Background: an optimization exercise with open tools, aiming at small area, a short achievable clock period and few clock cycles per item. Do not read the settings as production practice.
Function was checked by simulation only, so behaviour that the tests miss may differ from the original.
No activity file was given, so power comes from the tool's default toggle rates.

==> design/flow/design.v <==
package cuckoo_pkg;
  localparam int DATA_W_DEF    = 32;
  localparam int IDX_W_DEF     = 5;
  localparam int MAX_KICKS_DEF = 16;
  localparam logic [1:0] ST_OK   = 2'b00;
  localparam logic [1:0] ST_DUP  = 2'b01;
  localparam logic [1:0] ST_FAIL = 2'b10;
  typedef enum logic [1:0] {S_IDLE, S_PROBE, S_DONE} state_t;
endpackage
module cuckoo_table
#(
  parameter int DATA_W = cuckoo_pkg::DATA_W_DEF,
  parameter int IDX_W  = cuckoo_pkg::IDX_W_DEF,
  parameter bit PORT_B = 1'b0
) (
  input  logic              clk,
  input  logic              rst,
  input  logic              clr,
  input  logic              we,
  input  logic [IDX_W-1:0]  wr_idx,
  input  logic [DATA_W-1:0] wr_key,
  input  logic [IDX_W-1:0]  wr_alt,
  input  logic [2**IDX_W-1:0] a_sel,
  output logic              a_valid_n,
  output logic [DATA_W-1:0] a_key_n,
  output logic [IDX_W-1:0]  a_alt_n,
  input  logic [2**IDX_W-1:0] b_sel,
  output logic              b_valid_n,
  output logic [DATA_W-1:0] b_key_n
);
  localparam int DEPTH = 2 ** IDX_W;
  localparam int EW    = DATA_W + IDX_W;
  logic [DEPTH-1:0] valid;
  logic [EW-1:0]    mem [DEPTH];
  logic [DEPTH-1:0] wsel;
  always_comb begin
    for (int j = 0; j < DEPTH; j++) wsel[j] = we && (wr_idx == IDX_W'(j));
  end
  always_ff @(posedge clk) begin
    for (int j = 0; j < DEPTH; j++) begin
      if (rst || clr)   valid[j] <= 1'b0;
      else if (wsel[j]) valid[j] <= 1'b1;
    end
  end
  always_ff @(posedge clk) begin
    for (int j = 0; j < DEPTH; j++) begin
      if (wsel[j]) mem[j] <= {wr_key, wr_alt};
    end
  end
  logic [EW-1:0]     adata;
  logic              avalid;
  logic [DATA_W-1:0] bdata;
  logic              bvalid;
  always_comb begin
    adata  = '0;
    avalid = 1'b0;
    bdata  = '0;
    bvalid = 1'b0;
    for (int j = 0; j < DEPTH; j++) begin
      adata  = adata | ({EW{a_sel[j]}} & mem[j]);
      avalid = avalid | (a_sel[j] & valid[j]);
      if (PORT_B) begin
        bdata  = bdata | ({DATA_W{b_sel[j]}} & mem[j][EW-1 -: DATA_W]);
        bvalid = bvalid | (b_sel[j] & valid[j]);
      end
    end
  end
  assign a_valid_n          = ~avalid;
  assign {a_key_n, a_alt_n} = ~adata;
  assign b_valid_n          = ~bvalid;
  assign b_key_n            = ~bdata;
endmodule
module cuckoo_insert_ctrl
#(
  parameter int DATA_W    = cuckoo_pkg::DATA_W_DEF,
  parameter int IDX_W     = cuckoo_pkg::IDX_W_DEF,
  parameter int MAX_KICKS = cuckoo_pkg::MAX_KICKS_DEF
) (
  input  logic              clk,
  input  logic              rst,
  input  logic              req_valid,
  output logic              req_ready,
  input  logic [DATA_W-1:0] req_key,
  input  logic [IDX_W-1:0]  req_idx1,
  input  logic [IDX_W-1:0]  req_idx2,
  input  logic              clear,
  output logic              done_valid,
  output logic [1:0]        done_status,
  output logic [IDX_W:0]    done_kicks,
  output logic [DATA_W-1:0] orphan_key,
  output logic [IDX_W+1:0]  occupancy,
  input  logic              rd_tbl,
  input  logic [IDX_W-1:0]  rd_idx,
  output logic              rd_valid,
  output logic [DATA_W-1:0] rd_key
);
  localparam logic [IDX_W:0] KLAST = MAX_KICKS[IDX_W:0] - 2'd2;
  logic                busy;      
  logic                idle;      
  logic                busy_d;
  logic                in_c;      
  logic                r_wait;    
  logic [IDX_W:0]      kicks;
  logic [DATA_W-1:0]   r_key, c_key, k_key;
  logic [IDX_W-1:0]    r_idx1, r_idx2, c_idx2, k_idx1, k_idx2;
  logic                p1_v, p2_v;   
  logic [IDX_W-1:0]    p1_idx, p2_idx, p1_alt, p2_alt;
  logic [DATA_W-1:0]   p1_key, p2_key;
  logic                r1_vn, r2_vn, rb_vn;   
  logic [DATA_W-1:0]   r1_kn, r2_kn, rb_kn;
  logic [IDX_W-1:0]    r1_altn, r2_altn;
  logic                r1_v, r2_v, rb_v;   
  logic [DATA_W-1:0]   r1_k, r2_k, rb_k;
  logic [IDX_W-1:0]    r1_alt, r2_alt;
  logic                t1_v, t2_v, b_v;    
  logic [DATA_W-1:0]   t1_k, t2_k, b_k;
  logic [IDX_W-1:0]    t1_alt, t2_alt;
  logic                f1, f2, fb;
  localparam int DEPTH = 2 ** IDX_W;
  logic [DEPTH-1:0]    s1, s2a, s2b;
  logic                dup, fail, ok1, ok2, fin, we2, free;
  logic                accept, tbl_clr;
  assign k_key  = in_c ? c_key  : r_key;
  assign k_idx2 = in_c ? c_idx2 : r_idx2;
  always_comb begin
    for (int j = 0; j < DEPTH; j++) begin
      s1[j]  = idle ? (!rd_tbl && rd_idx == IDX_W'(j)) : (k_idx1 == IDX_W'(j));
      s2b[j] = idle ? ( rd_tbl && rd_idx == IDX_W'(j)) : (r_idx2 == IDX_W'(j));
      s2a[j] = (t1_alt == IDX_W'(j));
    end
  end
  cuckoo_table #(.DATA_W(DATA_W), .IDX_W(IDX_W), .PORT_B(1'b0)) u_t1 (
    .clk(clk), .rst(rst), .clr(tbl_clr),
    .we(p1_v), .wr_idx(p1_idx), .wr_key(p1_key), .wr_alt(p1_alt),
    .a_sel(s1), .a_valid_n(r1_vn), .a_key_n(r1_kn), .a_alt_n(r1_altn),
    .b_sel('0), .b_valid_n(), .b_key_n()
  );
  cuckoo_table #(.DATA_W(DATA_W), .IDX_W(IDX_W), .PORT_B(1'b1)) u_t2 (
    .clk(clk), .rst(rst), .clr(tbl_clr),
    .we(p2_v), .wr_idx(p2_idx), .wr_key(p2_key), .wr_alt(p2_alt),
    .a_sel(s2a), .a_valid_n(r2_vn), .a_key_n(r2_kn), .a_alt_n(r2_altn),
    .b_sel(s2b), .b_valid_n(rb_vn), .b_key_n(rb_kn)
  );
  assign f1 = busy && p1_v && (p1_idx == k_idx1);
  assign f2 = p2_v && (p2_idx == t1_alt);
  assign fb = busy && p2_v && (p2_idx == r_idx2);
  assign t1_v   = f1 || r1_v;
  assign t1_k   = f1 ? p1_key : r1_k;
  assign t1_alt = f1 ? p1_alt : r1_alt;
  assign t2_v   = f2 || r2_v;
  assign t2_k   = f2 ? p2_key : r2_k;
  assign t2_alt = f2 ? p2_alt : r2_alt;
  assign b_v    = fb || rb_v;
  assign b_k    = fb ? p2_key : rb_k;
  assign r1_v   = ~r1_vn;
  assign r1_k   = ~r1_kn;
  assign r1_alt = ~r1_altn;
  assign r2_v   = ~r2_vn;
  assign r2_k   = ~r2_kn;
  assign r2_alt = ~r2_altn;
  assign rb_v   = ~rb_vn;
  assign rb_k   = ~rb_kn;
  assign rd_valid = ~(rb_vn & r1_vn);
  assign rd_key   = ~(rb_kn & r1_kn);
  assign dup   = !in_c && ((t1_v && t1_k == r_key) || (b_v && b_k == r_key));
  assign ok1   = !in_c && !t1_v && !dup;
  assign we2   = busy && !dup && t1_v;
  assign ok2   = we2 && !t2_v;
  assign fail  = we2 && t2_v && (kicks == KLAST);
  assign fin   = dup || fail || ok1 || ok2;
  assign free  = !busy || fin;
  assign busy_d = free ? (r_wait || accept) : 1'b1;
  assign tbl_clr   = clear && !busy;
  assign req_ready = !rst && !clear && !r_wait;
  assign accept    = req_valid && req_ready;
  assign orphan_key = c_key;
  always_ff @(posedge clk) begin
    if (rst) begin
      busy       <= 1'b0;
      idle       <= 1'b1;
      r_wait     <= 1'b0;
      kicks      <= '0;
      p1_v       <= 1'b0;
      p2_v       <= 1'b0;
      done_valid <= 1'b0;
      occupancy  <= '0;
    end else begin
      busy       <= busy_d;
      idle       <= !busy_d;
      r_wait     <= !free && (r_wait || accept);
      kicks      <= free ? '0 : kicks + 2'd2;
      p1_v       <= busy && !dup;
      p2_v       <= we2;
      done_valid <= busy && fin;
      if (tbl_clr) occupancy <= '0;
      else if (busy && (ok1 || ok2)) occupancy <= occupancy + 1'b1;
    end
  end
  always_ff @(posedge clk) begin
    in_c <= !free;
  end
  always_ff @(posedge clk) begin
    if (accept) begin
      r_key  <= req_key;
      r_idx1 <= req_idx1;
      r_idx2 <= req_idx2;
    end
  end
  always_ff @(posedge clk) begin
    c_key  <= t2_k;
    c_idx2 <= t1_alt;
    if (!free)       k_idx1 <= t2_alt;
    else if (r_wait) k_idx1 <= r_idx1;
    else             k_idx1 <= req_idx1;
  end
  always_ff @(posedge clk) begin
    p1_idx      <= k_idx1;
    p1_key      <= k_key;
    p1_alt      <= k_idx2;
    p2_idx      <= t1_alt;
    p2_key      <= t1_k;
    p2_alt      <= k_idx1;
    done_status <= dup ? cuckoo_pkg::ST_DUP : (fail ? cuckoo_pkg::ST_FAIL : cuckoo_pkg::ST_OK);
    done_kicks  <= kicks + {fail, ok2};
  end
endmodule
==> design/flow/flow/run.sh <==
#!/bin/bash
# The standard layout (standard.sh, unchanged), except that buffer_ports
# gives every input and output port a sky130_fd_sc_hd__buf_4 rather than its
# default pick (a slow delay cell), which otherwise makes the I/O paths the
# critical ones and drives a lot of extra repair buffering.
# make's full output goes to standard.log; ORFS keeps each step's own log
# under orfs/logs/.
set -euo pipefail
export BUFFER_PORTS_ARGS="-buffer_cell sky130_fd_sc_hd__buf_4"
bash standard.sh > standard.log 2>&1
==> design/flow/standard.sh <==
#!/bin/bash
# synth_recipe.tcl (not shown) runs the flow's synth.tcl, then flattens the netlist and writes it again
# the make line also repeats each setting of config.mk as NAME=value (left out here)
make -C /OpenROAD-flow-scripts/flow DESIGN_CONFIG=/design/flow/config.mk WORK_HOME=/design/flow/orfs CLKGATE_MAP_FILE= SYNTH_SCRIPT=/design/flow/synth_recipe.tcl "${@:-finish}"
==> design/flow/config.mk <==
export PLATFORM = sky130hd
export DESIGN_NAME = cuckoo_insert_ctrl
export DESIGN_NICKNAME = cuckoo_insert_ctrl
export VERILOG_FILES = /design/flow/design.v
export SDC_FILE = /design/flow/constraint.sdc
export NUM_CORES = 4
export LEC_CHECK = 0
export CAP_MARGIN = 20
export CORE_MARGIN = 2
export CORE_UTILIZATION = 40
export CTS_CLUSTER_DIAMETER = 60
export CTS_CLUSTER_SIZE = 24
export SETUP_SLACK_MARGIN = 1.8
export SLEW_MARGIN = 20
export SYNTH_HIERARCHICAL = 1
export TNS_END_PERCENT = 10
==> design/flow/constraint.sdc <==
create_clock -name core_clock -period 7.0 [get_ports {clk}]
set_input_delay 1.4000 -clock core_clock [delete_from_list [all_inputs] [get_ports {clk}]]
set_output_delay 1.4000 -clock core_clock [all_outputs]
set_load 0.01 [all_outputs]
==> results of run 1 <==
-- per-stage QoR --
step,cell area [um2],worst slack (ns),std cells
after floorplan,102000,1.88,6420
after global placement,111000,-0.517,9932
after detailed placement,111000,-0.438,9934
after CTS,120000,1.62,10421
after global routing,121000,1.56,10468
final,121000,1.52,10471
-- critical path, cell delays in order --
cell,delay (ns)
sky130_fd_sc_hd__buf_8,0.10
sky130_fd_sc_hd__nand3b_1,0.21
sky130_fd_sc_hd__buf_12,0.17
sky130_fd_sc_hd__buf_8,0.16
sky130_fd_sc_hd__o22ai_4,0.15
sky130_fd_sc_hd__buf_8,0.23
sky130_fd_sc_hd__buf_4,0.17
sky130_fd_sc_hd__a22oi_1,0.21
sky130_fd_sc_hd__nand4_1,0.15
sky130_fd_sc_hd__nor4_1,0.44
sky130_fd_sc_hd__buf_4,0.25
sky130_fd_sc_hd__nand2_2,0.17
sky130_fd_sc_hd__buf_4,0.20
-- cell usage in the layout, fill, tap and decap left out, types with 30 or more instances in the layout --
| cell type | count |
|---|---|
| sky130_fd_sc_hd__edfxtp_1 | 2410 |
| sky130_fd_sc_hd__a22oi_1 | 1720 |
| sky130_fd_sc_hd__buf_4 | 650 |
| sky130_fd_sc_hd__nand4_1 | 452 |
| sky130_fd_sc_hd__clkbuf_16 | 172 |
| sky130_fd_sc_hd__dfxtp_1 | 165 |
| sky130_fd_sc_hd__buf_12 | 113 |
| sky130_fd_sc_hd__nor2b_1 | 110 |
| sky130_fd_sc_hd__nor2_4 | 101 |
| sky130_fd_sc_hd__nand2_1 | 86 |
| sky130_fd_sc_hd__o22ai_4 | 64 |
| sky130_fd_sc_hd__o21a_1 | 64 |
| sky130_fd_sc_hd__nor4_1 | 60 |
| sky130_fd_sc_hd__o211ai_1 | 56 |
| sky130_fd_sc_hd__or4_1 | 54 |
| sky130_fd_sc_hd__buf_6 | 54 |
| sky130_fd_sc_hd__o22ai_1 | 53 |
| sky130_fd_sc_hd__mux2i_1 | 51 |
| sky130_fd_sc_hd__a21oi_1 | 47 |
| sky130_fd_sc_hd__inv_1 | 42 |
| sky130_fd_sc_hd__nor2_1 | 41 |
| sky130_fd_sc_hd__dfxtp_2 | 41 |
| sky130_fd_sc_hd__mux2_2 | 37 |
| sky130_fd_sc_hd__nor4_2 | 30 |
-- registers in the layout (all words and copies together), names as in the netlist, 2 cells and up --
register / count
p2_key: 32
u_t1.mem: 1184
done_status: 2
k_idx1: 5
c_idx2: 5
kicks: 5
u_t2.mem: 1184
p1_alt: 5
u_t1.valid: 32
p2_alt: 5
r_idx1: 5
r_idx2: 5
c_key: 32
occupancy: 7
u_t2.valid: 32
done_kicks: 6
r_key: 32
p1_key: 32
-- worst max path at each step --
stage / start / slack, ns / end
finish: rd_idx[4] / 1.52 / rd_key[30]
global route: rd_tbl / 1.56 / occupancy[1]$_SDFFE_PP0P_
CTS: rd_idx[1] / 1.62 / rd_key[16]
floorplan: rd_tbl / 1.88 / done_kicks[5]$_DFF_P_
detailed placement: rd_idx[4] / -0.44 / done_kicks[5]$_DFF_P_
global placement: rd_idx[4] / -0.52 / done_kicks[5]$_DFF_P_
-- area by class of cell --
| class | instances | area (um2) |
|---|---|---|
| clock buffer | 181 | 4250 |
| multi-input combinational | 3296 | 25800 |
| antenna | 3 | 7.51 |
| clock inverter | 125 | 1620 |
| tap | 3366 | 4210 |
| fill | 21191 | 133000 |
| sequential | 2617 | 76600 |
| timing repair buffer | 836 | 8150 |
| inverter | 47 | 179 |
-- metal layers --
layer,up-vias,global-route usage
met4,6,0.199
met1,35504,0.351
met5,-,0
li1,28061,-
met2,5050,0.460
met3,1277,0.0726
-- repair_timing --
item | CTS | global route
buffers inserted | 174 | 44
pin swaps | 93 | 88
resized for setup | 254 | 109
gates cloned | 7 | 3
setup endpoints to repair | 97 | 83
-- power by group through the flow --
stage	Clock, uW	Combinational (uW)	Sequential [uW]
CTS	11000	2600	17900
finish	11000	2770	17900
detailed placement	0	2450	18200
global placement	0	2440	18200
global route	11600	2820	17900
floorplan	0	870	18000
==> impl_metrics.tcl, run 1 <==
set metrics [dict create \
    critical_path_class "in -> out" \
    globalRouteOverflowTotal 0 \
    die_h_um 508 \
    final_util 0.477 \
    clkLatencyLatePin_ns 0.89 \
    wl_mm 386 \
    grt_first_pass_wirelength_mm 526 \
    critical_path.max_fanout 11 \
    core_region_area_um2 253000 \
    grt.total_usage 0.291 \
    syn_to_final_growth_pct 18.9 \
    pwr-share-comb 0.087 \
    fin_tns_setup_ns 0 \
    power.sequential.fraction 0.566 \
    timing.critical_path.arrival_ns 4.08 \
    worst-r2r-setup-slack_ns 1.57 \
    routed_wire_length_per_instance_um 36.9 \
    critPathRequiredTime_ns 5.60 \
    ant_nets 0 \
    synth.net_count 6476 \
    detailroute.wirelength.met2_mm 179 \
    cellLeakagePower_uw 0.0372 \
    report.final.setup_viol 0 \
    cts.sink_count 2617 \
    critPathCaptureType "output port" \
    hold_path_end "p2_alt[0]$_DFF_P_" \
    effective_utilization_at_floorplan 0.401 \
    vdd.ir_drop.worst_mv 0.300 \
    r2r_end "occupancy[1]$_SDFFE_PP0P_" \
    grt_start_max_net_pins 59 \
    first_global_vias 66557 \
    clock_path_buffers 3 \
    cts_tree "built" \
    switching_power_uw 8170 \
    dieArea_um2 258000 \
    fin_total_pwr_uw 31600 \
    drv_slew 0 \
    clkTransAtPathRegs_ns 0.08 \
    row_count 185 \
    m1_wire_length_mm 134 \
    cts-htree-levels 4 \
    clockPowerShare 0.347 \
    maxCapViolCount 0 \
    syn_area_per_cell_um2 15.8 \
    crit-reg2reg-launch "k_idx1[0]$_DFF_P_" \
    place_hpwl_mm 238 \
    detailroute.via_count 69898 \
    highest_layer "met5" \
    die_x_um 508 \
    min_path_cells 0 \
    cts_buffers 165 \
    worst_setup_path_start_kind "primary input" \
    grt_antenna_before_repair 7 \
    min_period_ns 5.48 \
    yosys_warnings 11 \
    synthesis.area_um2 102000 \
    power_report.internal_total_uw 23400 \
    final_layout_size_suffix_gt1_frac 0.221 \
    min_from "k_idx1[0]$_DFF_P_" \
    clk_root_buffer_cell "sky130_fd_sc_hd__clkbuf_16" \
    met3RoutedLength_mm 41.7 \
    hold_ws_ns 0.431 \
    port_buffers 133 \
    timing.final.crit_share 0.783 \
    drt_via_density 6.68 \
    slew_headroom 0.173 \
    actual_slew_at_the_worst_max_slew_pin_ns 1.23 \
    status "complete, no violations" \
    post_cts_hold_buffer_count 0 \
    p_sw_frac 0.259 \
    syn-instance-count 6420 \
    skew_ns 0.0309 \
    powerDensity_nw_per_um2 262 \
    gpl.final_weighted_congestion 0.945 \
    num_io_pins 134 \
    r2r_cells 21 \
    drt_first_iter_violations 11116 \
    maximum_clock_frequency_ghz 0.182 \
    drc_errors 0 \
    drt_pass1_iterations 8 \
    holdCritPathClass "reg -> reg" \
    timing.final.hold_violations 0 \
    final_net_count 7019 \
    setup_repair_after_global_routing_missed_its_margin "true" \
]
Testbench counts, summed over its fixed seeds: cycles 3,425, items 2,535.
==> run 2: changes to the inputs <==
--- a/design/flow/config.mk
+++ b/design/flow/config.mk
@@ -8,8 +8,8 @@
 export CAP_MARGIN = 20
 export CORE_MARGIN = 2
 export CORE_UTILIZATION = 40
-export CTS_CLUSTER_DIAMETER = 60
-export CTS_CLUSTER_SIZE = 24
+export CTS_CLUSTER_DIAMETER = 70
+export CTS_CLUSTER_SIZE = 26
 export SETUP_SLACK_MARGIN = 1.8
 export SLEW_MARGIN = 20
 export SYNTH_HIERARCHICAL = 1
==> run 2 against run 1 <==
Against the previous run: still clean; sequential cell count stayed put; non-clock buffer count is 3 lower; global-route usage down 0.098 points; power decreased by 4.0%; utilization is 0.53 points lower; largest cell class unchanged.
==> impl_metrics.tcl, run 2 <==
set metrics [dict create \
    status "complete, no violations" \
    routed_wire_length_per_instance_um 37.0 \
    cts_buffers 141 \
    clkLatencyLatePin_ns 0.89 \
    cts-htree-levels 4 \
    detailroute.via_count 69422 \
    worst_setup_path_start_kind "primary input" \
    cts.sink_count 2617 \
    clock_path_buffers 3 \
    synthesis.area_um2 102000 \
    critPathRequiredTime_ns 5.60 \
    final_layout_size_suffix_gt1_frac 0.213 \
    worst-r2r-setup-slack_ns 1.60 \
    port_buffers 133 \
    report.final.setup_viol 0 \
    drt_first_iter_violations 11145 \
    critical_path_class "in -> out" \
    power.sequential.fraction 0.589 \
    row_count 185 \
    hold_path_end "p2_alt[1]$_DFF_P_" \
    min_from "k_idx1[1]$_DFF_P_" \
    hold_ws_ns 0.452 \
    timing.critical_path.arrival_ns 4.08 \
    r2r_end "done_kicks[3]$_DFF_P_" \
    drt_pass1_iterations 9 \
    die_h_um 508 \
    p_sw_frac 0.256 \
    clockPowerShare 0.320 \
    effective_utilization_at_floorplan 0.401 \
    globalRouteOverflowTotal 0 \
    switching_power_uw 7770 \
    layoutNonFillerInstCount 10409 \
    drt_via_density 6.67 \
    syn-instance-count 6420 \
    vdd.ir_drop.worst_mv 0.308 \
    min_period_ns 5.48 \
    post_cts_hold_buffer_count 0 \
    largest_registers "u_t1.mem (1184), u_t2.mem (1184)" \
    holdCritPathClass "reg -> reg" \
    maxCapViolCount 0 \
    maximum_clock_frequency_ghz 0.182 \
    grt_first_pass_wirelength_mm 524 \
    place_hpwl_mm 238 \
    die_x_um 508 \
    timing.final.crit_share 0.783 \
    powerDensity_nw_per_um2 254 \
    min_path_cells 0 \
    wl_mm 385 \
    ant_nets 0 \
    crit-reg2reg-launch "c_idx2[4]$_DFF_P_" \
    slew_headroom 0.208 \
    layout.cells.most_common "sky130_fd_sc_hd__edfxtp_1" \
    timing.final.hold_violations 0 \
    pwr-share-comb 0.091 \
    place_area_um2 111000 \
    core_region_area_um2 253000 \
    gpl.final_weighted_congestion 0.945 \
    most-common-layout-cells "2,410 x sky130_fd_sc_hd__edfxtp_1, 1,725 x sky130_fd_sc_hd__a22oi_1, 669 x sky130_fd_sc_hd__buf_4, 452 x sky130_fd_sc_hd__nand4_1, 165 x sky130_fd_sc_hd__dfxtp_1" \
    drc_errors 0 \
    setup_repair_after_global_routing_missed_its_margin "true" \
    clkTransAtPathRegs_ns 0.10 \
    synth.net_count 6476 \
    r2r_cells 17 \
    syn_area_per_cell_um2 15.8 \
    syn_to_final_growth_pct 17.5 \
    critical_path.max_fanout 5 \
    setup_slack_ns 1.52 \
    final_instance_area_um2 119000 \
    placed_cells 9934 \
    grt_start_max_net_pins 59 \
    dieArea_um2 258000 \
    skew_ns 0.0400 \
    grt_antenna_before_repair 9 \
    num_io_pins 134 \
    final_util 0.471 \
    cts_tree "built" \
    post_place_setup_slack_ns -0.438 \
    critPathCaptureType "output port" \
    actual_slew_at_the_worst_max_slew_pin_ns 1.19 \
    drv_slew 0 \
    grt.total_usage 0.290 \
    cellLeakagePower_uw 0.0366 \
    first_global_vias 66309 \
    clk_root_buffer_cell "sky130_fd_sc_hd__clkbuf_16" \
    power_report.internal_total_uw 22600 \
    yosys_warnings 11 \
    final_net_count 6991 \
]
-- run 2: cell types whose count changed in the layout (fill, tap and decap cells not counted), sizes merged, moves of 2 or more --
cell      before  now
clkbuf       185  169
inv           99   83
clkinv        45   32
clkinvlp      17    5
bufinv        11    6
buf          830  828
diode          3    5
-- run 2: per-layer routing --
metal  vias to the layer above  GRT usage  part of all wire
met3                      1224     0.0662              0.10
li1                      27921          -                 -
met1                     35250      0.352              0.35
met4                         4      0.196             0.082
met5                         -          0           0.00046
met2                      5023      0.461              0.46
-- run 2: critical path, cell delays in order --
cell and delay (ns):
sky130_fd_sc_hd__buf_8 0.09, sky130_fd_sc_hd__or3b_4 0.19, sky130_fd_sc_hd__buf_6 0.13, sky130_fd_sc_hd__buf_6 0.09
sky130_fd_sc_hd__o22ai_4 0.06, sky130_fd_sc_hd__buf_12 0.15, sky130_fd_sc_hd__buf_12 0.12, sky130_fd_sc_hd__buf_12 0.13
sky130_fd_sc_hd__a22oi_2 0.15, sky130_fd_sc_hd__nand4_1 0.43, sky130_fd_sc_hd__nor4_4 0.62, sky130_fd_sc_hd__buf_4 0.25
sky130_fd_sc_hd__nand2_8 0.09, sky130_fd_sc_hd__buf_6 0.16
-- run 2: worst max-delay path by stage --
stage | startpoint | cells after the start | slack (ns) | end
6_report | rd_tbl | 14 | 1.52 | rd_key[23]
5_1_grt | rd_tbl | 14 | 1.51 | rd_key[23]
4_1_cts | rd_idx[4] | 14 | 1.67 | rd_key[23]
3_5_place_dp | rd_idx[4] | 24 | -0.44 | done_kicks[5]$_DFF_P_
3_3_place_gp | rd_idx[4] | 23 | -0.52 | done_kicks[5]$_DFF_P_
2_1_floorplan | rd_tbl | 21 | 1.88 | done_kicks[5]$_DFF_P_
-- run 2: final cells by class --
cell class	instances	area, um2
Inverter	47	179
Sequential cell	2617	76600
Clock buffer	167	3720
Tap cell	3366	4210
Clock inverter	79	1040
Multi-Input combinational cell	3295	25700
Fill cell	21332	134000
Antenna cell	5	12.5
Timing Repair Buffer	833	7970
-- run 2: metrics by stage --
| step | power [uW] | setup TNS [ns] |
|---|---|---|
| after floorplan | 18900 | 0 |
| final | 30300 | 0 |
| after global routing | 30900 | 0 |
| after global placement | 20600 | -8.27 |
| after detailed placement | 20700 | -8.09 |
| after CTS | 30200 | 0 |
-- run 2: repair_timing --
item | CTS | global route
resized for setup | 295 | 45
cloned | 7 | 2
pin swaps | 116 | 40
buffers inserted | 188 | 27
endpoints found under the setup margin | 97 | 84
-- run 2: power groups by stage --
stage	combinational [uW]	clock, uW	sequential, uW
finish	2770	9700	17900
detailed placement	2450	0	18200
global placement	2440	0	18200
CTS	2630	9740	17900
floorplan	870	0	18000
global route	2810	10200	17900

==> static timing again, ports no longer ideal <==
How much do the figures lean on ideal ports? The routed layouts below were timed once more, with nothing changed but the port constraints. Step 1: set_driving_cell puts a clkbuf_16 on clk and a buf_2 on each other input, an assumption about the parent block. Step 2, shift: input delay + t, output delay - t, t = (earliest + latest rising clock arrival at the registers) / 2. This alone moves slack from input paths to output paths. Three values: no drivers, after step 1, after step 2; two values: the first two.
| run | t (ns) | setup WS [ns] | worst setup path at the end | worst register clock-pin slew, ns | worst data-port slew with drivers (ns) |
|---|---|---|---|---|---|
| run 1 | 0.962 | 1.519 / 1.413 / 0.550 | input to register | 0.10 / 0.10 | 0.12 |
| run 2 | 0.954 | 1.518 / 1.411 / 0.574 | input to register | 0.11 / 0.11 | 0.12 |
After both steps every run listed still meets setup and hold. For run 1, which loses most, drivers alone change the setup slack by -0.106 ns; drivers and shift together by -0.969 ns.
